From an optimization exercise on the open Yosys and OpenROAD flow, aimed at small area, a short achievable clock period and few clock cycles; shortcuts taken in it are not production practice. Power figures rest on the tool's default switching activity, not on a simulated workload.

==> flow/design.v <==
`default_nettype none
package srt_pkg;
	parameter int APB_DATA_W = 32;	 
	parameter int EST_W = 5;	 
	typedef enum logic [2:0] {
		QD_ZERO = 3'b000,
		QD_POS1 = 3'b001,
		QD_POS2 = 3'b010,
		QD_NEG2 = 3'b110,
		QD_NEG1 = 3'b111
	} qdigit_e;
	typedef enum logic [7:0] {
		ADDR_DIVIDEND = 8'h00,
		ADDR_DIVISOR = 8'h04,	 
		ADDR_STATUS = 8'h08,
		ADDR_RESULT = 8'h0C	 
	} reg_addr_e;
endpackage
`default_nettype wire
`timescale 1ns/10ps
`default_nettype none
module srt_div_top (
	input logic clk,
	input logic arst_n,
	input logic psel,
	input logic penable,
	input logic pwrite,
	input logic [7:0] paddr,
	input logic [srt_pkg::APB_DATA_W-1:0] pwdata,
	output logic [srt_pkg::APB_DATA_W-1:0] prdata,
	output logic pready,
	output logic pslverr
);
	localparam logic [7:0] A_DVD = 8'h00;
	localparam logic [7:0] A_DVS = 8'h04;
	localparam logic [7:0] A_STS = 8'h08;
	localparam logic [7:0] A_RES = 8'h0C;
	logic [15:0] dividend;
	logic [31:0] slot [4];		 
	logic [3:0] sdbz;		 
	logic [2:0] n_out;		 
	logic [2:0] n_rdy;		 
	logic [1:0] n_pend;		 
	logic [1:0] wr_ptr;		 
	logic [1:0] rd_ptr;		 
	logic [1:0] u_ptr;		 
	logic wbf;			 
	logic busy;			 
	logic [2:0] cnt;		 
	logic [15:0] ur;		 
	logic [15:0] uq;		 
	logic [15:0] ud;		 
	logic pre_dbz;			 
	logic pre_skip;
	logic dvd_wr_q;			 
	logic div_wr_q;			 
	logic rd_res_q;			 
	assign pready = 1'b1;
	logic setup;
	logic launch;
	logic pop;
	logic [2:0] n_rdy_vis;		 
	assign setup = psel & ~penable;
	assign launch = div_wr_q & penable;
	assign pop = rd_res_q & penable;
	assign n_rdy_vis = n_rdy + {2'b0, wbf};
	always_ff @(posedge clk or negedge arst_n) begin
		if (!arst_n) begin
			dvd_wr_q <= 1'b0;
			div_wr_q <= 1'b0;
			rd_res_q <= 1'b0;
		end else begin
			dvd_wr_q <= setup & pwrite & (paddr == A_DVD);
			div_wr_q <= setup & pwrite & (paddr == A_DVS) & (n_out != 3'd4);
			rd_res_q <= setup & ~pwrite & (paddr == A_RES) & (n_rdy_vis != 3'd0);
		end
	end
	always_ff @(posedge clk) begin
		pslverr <= (pwrite & (paddr == A_DVS) & (n_out == 3'd4)) |
			(~pwrite & (paddr == A_RES) & (n_rdy_vis == 3'd0));
		case (paddr)
			A_DVD: prdata <= {16'b0, dividend};
			A_STS: prdata <= {24'b0, 1'b0, n_rdy_vis, 2'b0,
				sdbz[rd_ptr] & (n_rdy_vis != 3'd0), n_rdy_vis != 3'd0};
			A_RES: prdata <= (n_rdy_vis != 3'd0) ? slot[rd_ptr] : 32'b0;
			default: prdata <= 32'b0;
		endcase
	end
	always_ff @(posedge clk) begin
		if (dvd_wr_q & penable)
			dividend <= pwdata[15:0];
	end
	function automatic logic [16:0] step(input logic [15:0] r, input logic b,
			input logic [15:0] d);
		logic [16:0] x;
		logic [17:0] s;
		x = {r, b};
		s = {1'b0, x} - {2'b0, d};
		step = s[17] ? {x[15:0], 1'b0} : {s[15:0], 1'b1};
	endfunction
	logic [16:0] st1;
	logic [16:0] st2;
	logic [15:0] nr;		 
	logic [15:0] nq;
	assign st1 = step(ur, uq[15], ud);
	assign st2 = step(st1[16:1], uq[14], ud);
	assign nr = st2[16:1];
	assign nq = {uq[13:0], st1[0], st2[0]};
	logic last;			 
	logic fin;			 
	logic pend_bus;			 
	logic load_pend;		 
	logic load_new;			 
	logic pend_store;		 
	logic [1:0] nxt_ptr;
	logic [31:0] ops;		 
	logic [31:0] bus;
	logic [15:0] la;		 
	logic [15:0] lb;
	logic l_dbz;			 
	logic l_skip;			 
	logic [15:0] lr;		 
	logic [15:0] lq;
	logic [2:0] lcnt;
	assign last = busy & (cnt == 3'd0);
	assign pend_bus = (n_pend != 2'd0) | (busy & ~last);
	assign fin = last & ~(div_wr_q & (n_pend != 2'd0));
	assign load_pend = fin & (n_pend != 2'd0);
	assign load_new = div_wr_q & ~pend_bus;
	assign pend_store = launch & pend_bus;
	assign nxt_ptr = u_ptr + 2'd1;
	assign ops = slot[nxt_ptr];
	assign bus = (div_wr_q & pend_bus) ? {dividend, pwdata[15:0]} : {nr, nq};
	always_ff @(posedge clk) begin
		pre_dbz <= (pwdata[15:0] == 16'b0);
		pre_skip <= (dividend[15:8] < pwdata[15:0]);
	end
	assign la = load_pend ? ops[31:16] : dividend;
	assign lb = load_pend ? ops[15:0] : pwdata[15:0];
	assign l_dbz = load_pend ? (ops[15:0] == 16'b0) : pre_dbz;
	assign l_skip = load_pend ? (ops[31:24] < ops[15:0]) : pre_skip;
	always_comb begin
		if (l_dbz) begin
			lr = {2'b0, la[15:2]};
			lq = {la[1:0], 14'h3fff};
			lcnt = 3'd0;
		end else if (l_skip) begin
			lr = {8'b0, la[15:8]};
			lq = {la[7:0], 8'b0};
			lcnt = 3'd3;
		end else begin
			lr = 16'b0;
			lq = la;
			lcnt = 3'd7;
		end
	end
	always_ff @(posedge clk or negedge arst_n) begin
		if (!arst_n) begin
			busy <= 1'b0;
			cnt <= 3'd0;
			u_ptr <= 2'd3;
			wr_ptr <= 2'd0;
			rd_ptr <= 2'd0;
			n_out <= 3'd0;
			n_rdy <= 3'd0;
			n_pend <= 2'd0;
			wbf <= 1'b0;
		end else begin
			if (load_pend | (launch & ~pend_bus)) begin
				busy <= 1'b1;
				cnt <= lcnt;
				u_ptr <= nxt_ptr;
			end else if (fin) begin
				busy <= 1'b0;
			end else if (busy & ~last) begin
				cnt <= cnt - 3'd1;
			end
			if (launch)
				wr_ptr <= wr_ptr + 2'd1;
			if (pop)
				rd_ptr <= rd_ptr + 2'd1;
			n_out <= n_out + {2'b0, launch} - {2'b0, pop};
			n_rdy <= n_rdy + {2'b0, wbf} - {2'b0, pop};
			n_pend <= n_pend + {1'b0, pend_store} - {1'b0, load_pend};
			wbf <= fin;
		end
	end
	always_ff @(posedge clk) begin
		if (load_pend | load_new) begin
			ur <= lr;
			uq <= lq;
			ud <= lb;
		end else if (busy & ~last) begin
			ur <= nr;
			uq <= nq;
		end
		for (int i = 0; i < 4; i++) begin
			if ((div_wr_q & pend_bus & (wr_ptr == 2'(i))) | (fin & (u_ptr == 2'(i))))
				slot[i] <= bus;
			if (div_wr_q & (wr_ptr == 2'(i)))
				sdbz[i] <= pre_dbz;
		end
	end
endmodule
`default_nettype wire
Settings: LEC_CHECK=0, CAP_MARGIN=20, CORE_MARGIN=2, CORE_UTILIZATION=45, PLACE_DENSITY=0.6, SLEW_MARGIN=20; clock period 10.0 ns.
run.sh (not shown) runs the stock make flow with config.mk's settings and CLKGATE_MAP_FILE= SYNTH_SCRIPT=/design/flow/synth_recipe.tcl, a recipe that flattens the netlist after the stock synthesis.
Change:
--- a/flow/design.v
+++ b/flow/design.v
@@ -52,6 +52,8 @@
 	logic [15:0] ud;		 
 	logic pre_dbz;			 
 	logic pre_skip;
+	logic [17:0] pre_d3;		 
+	logic [17:0] ud3;		 
 	logic dvd_wr_q;			 
 	logic div_wr_q;			 
 	logic rd_res_q;			 
@@ -90,22 +92,31 @@
 		if (dvd_wr_q & penable)
 			dividend <= pwdata[15:0];
 	end
-	function automatic logic [16:0] step(input logic [15:0] r, input logic b,
-			input logic [15:0] d);
-		logic [16:0] x;
-		logic [17:0] s;
+	function automatic logic [17:0] step(input logic [15:0] r, input logic [1:0] b,
+			input logic [15:0] d, input logic [17:0] d3);
+		logic [17:0] x;
+		logic [18:0] s1;
+		logic [18:0] s2;
+		logic [18:0] s3;
 		x = {r, b};
-		s = {1'b0, x} - {2'b0, d};
-		step = s[17] ? {x[15:0], 1'b0} : {s[15:0], 1'b1};
+		s1 = {1'b0, x} - {3'b0, d};
+		s2 = {1'b0, x} - {2'b0, d, 1'b0};
+		s3 = {1'b0, x} - {1'b0, d3};
+		if (!s3[18])
+			step = {s3[15:0], 2'd3};
+		else if (!s2[18])
+			step = {s2[15:0], 2'd2};
+		else if (!s1[18])
+			step = {s1[15:0], 2'd1};
+		else
+			step = {x[15:0], 2'd0};
 	endfunction
-	logic [16:0] st1;
-	logic [16:0] st2;
+	logic [17:0] st;
 	logic [15:0] nr;		 
 	logic [15:0] nq;
-	assign st1 = step(ur, uq[15], ud);
-	assign st2 = step(st1[16:1], uq[14], ud);
-	assign nr = st2[16:1];
-	assign nq = {uq[13:0], st1[0], st2[0]};
+	assign st = step(ur, uq[15:14], ud, ud3);
+	assign nr = st[17:2];
+	assign nq = {uq[13:0], st[1:0]};
 	logic last;			 
 	logic fin;			 
 	logic pend_bus;			 
@@ -134,6 +145,7 @@
 	always_ff @(posedge clk) begin
 		pre_dbz <= (pwdata[15:0] == 16'b0);
 		pre_skip <= (dividend[15:8] < pwdata[15:0]);
+		pre_d3 <= {2'b0, pwdata[15:0]} + {1'b0, pwdata[15:0], 1'b0};
 	end
 	assign la = load_pend ? ops[31:16] : dividend;
 	assign lb = load_pend ? ops[15:0] : pwdata[15:0];
@@ -190,6 +202,7 @@
 			ur <= lr;
 			uq <= lq;
 			ud <= lb;
+			ud3 <= load_pend ? ({2'b0, ops[15:0]} + {1'b0, ops[15:0], 1'b0}) : pre_d3;
 		end else if (busy & ~last) begin
 			ur <= nr;
 			uq <= nq;
Result:
- global-route usage goes up by 1.4 points
- total power goes up by about a fifth
- worst setup slack improved by 620 ps
- flip-flop and latch count goes up by 36
- critical path depth goes down by 6
- core utilization goes down by 0.42 points
- design area goes up by a quarter to a third
- final cell count goes up by a quarter to a third
- first-iteration DRC count goes down by a few percent
- via count goes up by a quarter to a third
Function was not checked in any run of this note: the RTL went through the layout flow alone.

RTL: the design.v shown in full above, as it stands there.
==> flow/config.mk <==
export PLATFORM = sky130hd
export DESIGN_NAME = srt_div_top
export DESIGN_NICKNAME = srt_div_top
export VERILOG_FILES = /design/flow/design.v
export SDC_FILE = /design/flow/constraint.sdc
export NUM_CORES = 4
export LEC_CHECK = 0
export CAP_MARGIN = 20
export CORE_MARGIN = 2
export CORE_UTILIZATION = 45
export PLACE_DENSITY = 0.6
export SLEW_MARGIN = 20
==> flow/constraint.sdc <==
create_clock -name core_clock -period 10.0 [get_ports {clk}]
set_input_delay 2.0000 -clock core_clock [delete_from_list [all_inputs] [get_ports {clk}]]
set_output_delay 2.0000 -clock core_clock [all_outputs]
set_load 0.01 [all_outputs]
standard.sh (not shown) runs the stock make flow with config.mk's settings and CLKGATE_MAP_FILE= SYNTH_SCRIPT=/design/flow/synth_recipe.tcl, a recipe that flattens the netlist after the stock synthesis.
==> flow/flow/run.sh <==
#!/bin/bash
set -euo pipefail
MARGIN=$(cat flow/margin.txt)
bash standard.sh synth > synth.log 2>&1
bash standard.sh SETUP_SLACK_MARGIN=$MARGIN finish > layout.log 2>&1
==> flow/flow/margin.txt <==
6.5
==> next run, changes <==
--- a/flow/design.v
+++ b/flow/design.v
@@ -52,6 +52,8 @@
 	logic [15:0] ud;		 
 	logic pre_dbz;			 
 	logic pre_skip;
+	logic [17:0] pre_d3;		 
+	logic [17:0] ud3;		 
 	logic dvd_wr_q;			 
 	logic div_wr_q;			 
 	logic rd_res_q;			 
@@ -90,22 +92,31 @@
 		if (dvd_wr_q & penable)
 			dividend <= pwdata[15:0];
 	end
-	function automatic logic [16:0] step(input logic [15:0] r, input logic b,
-			input logic [15:0] d);
-		logic [16:0] x;
-		logic [17:0] s;
+	function automatic logic [17:0] step(input logic [15:0] r, input logic [1:0] b,
+			input logic [15:0] d, input logic [17:0] d3);
+		logic [17:0] x;
+		logic [18:0] s1;
+		logic [18:0] s2;
+		logic [18:0] s3;
 		x = {r, b};
-		s = {1'b0, x} - {2'b0, d};
-		step = s[17] ? {x[15:0], 1'b0} : {s[15:0], 1'b1};
+		s1 = {1'b0, x} - {3'b0, d};
+		s2 = {1'b0, x} - {2'b0, d, 1'b0};
+		s3 = {1'b0, x} - {1'b0, d3};
+		if (!s3[18])
+			step = {s3[15:0], 2'd3};
+		else if (!s2[18])
+			step = {s2[15:0], 2'd2};
+		else if (!s1[18])
+			step = {s1[15:0], 2'd1};
+		else
+			step = {x[15:0], 2'd0};
 	endfunction
-	logic [16:0] st1;
-	logic [16:0] st2;
+	logic [17:0] st;
 	logic [15:0] nr;		 
 	logic [15:0] nq;
-	assign st1 = step(ur, uq[15], ud);
-	assign st2 = step(st1[16:1], uq[14], ud);
-	assign nr = st2[16:1];
-	assign nq = {uq[13:0], st1[0], st2[0]};
+	assign st = step(ur, uq[15:14], ud, ud3);
+	assign nr = st[17:2];
+	assign nq = {uq[13:0], st[1:0]};
 	logic last;			 
 	logic fin;			 
 	logic pend_bus;			 
@@ -134,6 +145,7 @@
 	always_ff @(posedge clk) begin
 		pre_dbz <= (pwdata[15:0] == 16'b0);
 		pre_skip <= (dividend[15:8] < pwdata[15:0]);
+		pre_d3 <= {2'b0, pwdata[15:0]} + {1'b0, pwdata[15:0], 1'b0};
 	end
 	assign la = load_pend ? ops[31:16] : dividend;
 	assign lb = load_pend ? ops[15:0] : pwdata[15:0];
@@ -190,6 +202,7 @@
 			ur <= lr;
 			uq <= lq;
 			ud <= lb;
+			ud3 <= load_pend ? ({2'b0, ops[15:0]} + {1'b0, ops[15:0], 1'b0}) : pre_d3;
 		end else if (busy & ~last) begin
 			ur <= nr;
 			uq <= nq;
The changed run completed without violations.
Cell count goes up by 33%.
Worst setup slack improved by 0.88 ns.
Utilization went up by 1.7 points.
Combinational power rises to 2.5 times its value.
Worst hold slack improves by 0.016 ns.
Power is higher by 19%.
No functional check of the RTL was part of any run of this note.

## static timing again, ports no longer ideal
In the flow no input, the clock included, has a driving cell. The finished layouts below were timed again as built, in two steps.
Step 1: set_driving_cell puts a clkbuf_16 on clk and a buf_2 on each other input, an assumption about the parent block.
Step 2 also shifts input and output timing later by t, the mid clock arrival at the registers, as if the neighbouring blocks saw the same clock.
a / b / c = ideal / step 1 / step 2; a / b = the first two.
| run | shift t [ns] | slack for setup (ns) | cell pins on the clock port's net |
|---|---|---|---|
| the first run of note 1 | 0.597 | 4.213 / 4.213 / 4.213 | 1 |
| the second run of note 1 | 0.630 | 4.834 / 4.834 / 4.735 | 1 |
| the first run of note 2 | 0.603 | 5.216 / 5.216 / 5.216 | 1 |
| the second run of note 2 | 0.639 | 6.098 / 6.098 / 5.773 | 1 |
After both steps every run listed still meets setup and hold. For the second run of note 2, which loses most, drivers alone change the setup slack by 0.000 ns; drivers and shift together by -0.325 ns.
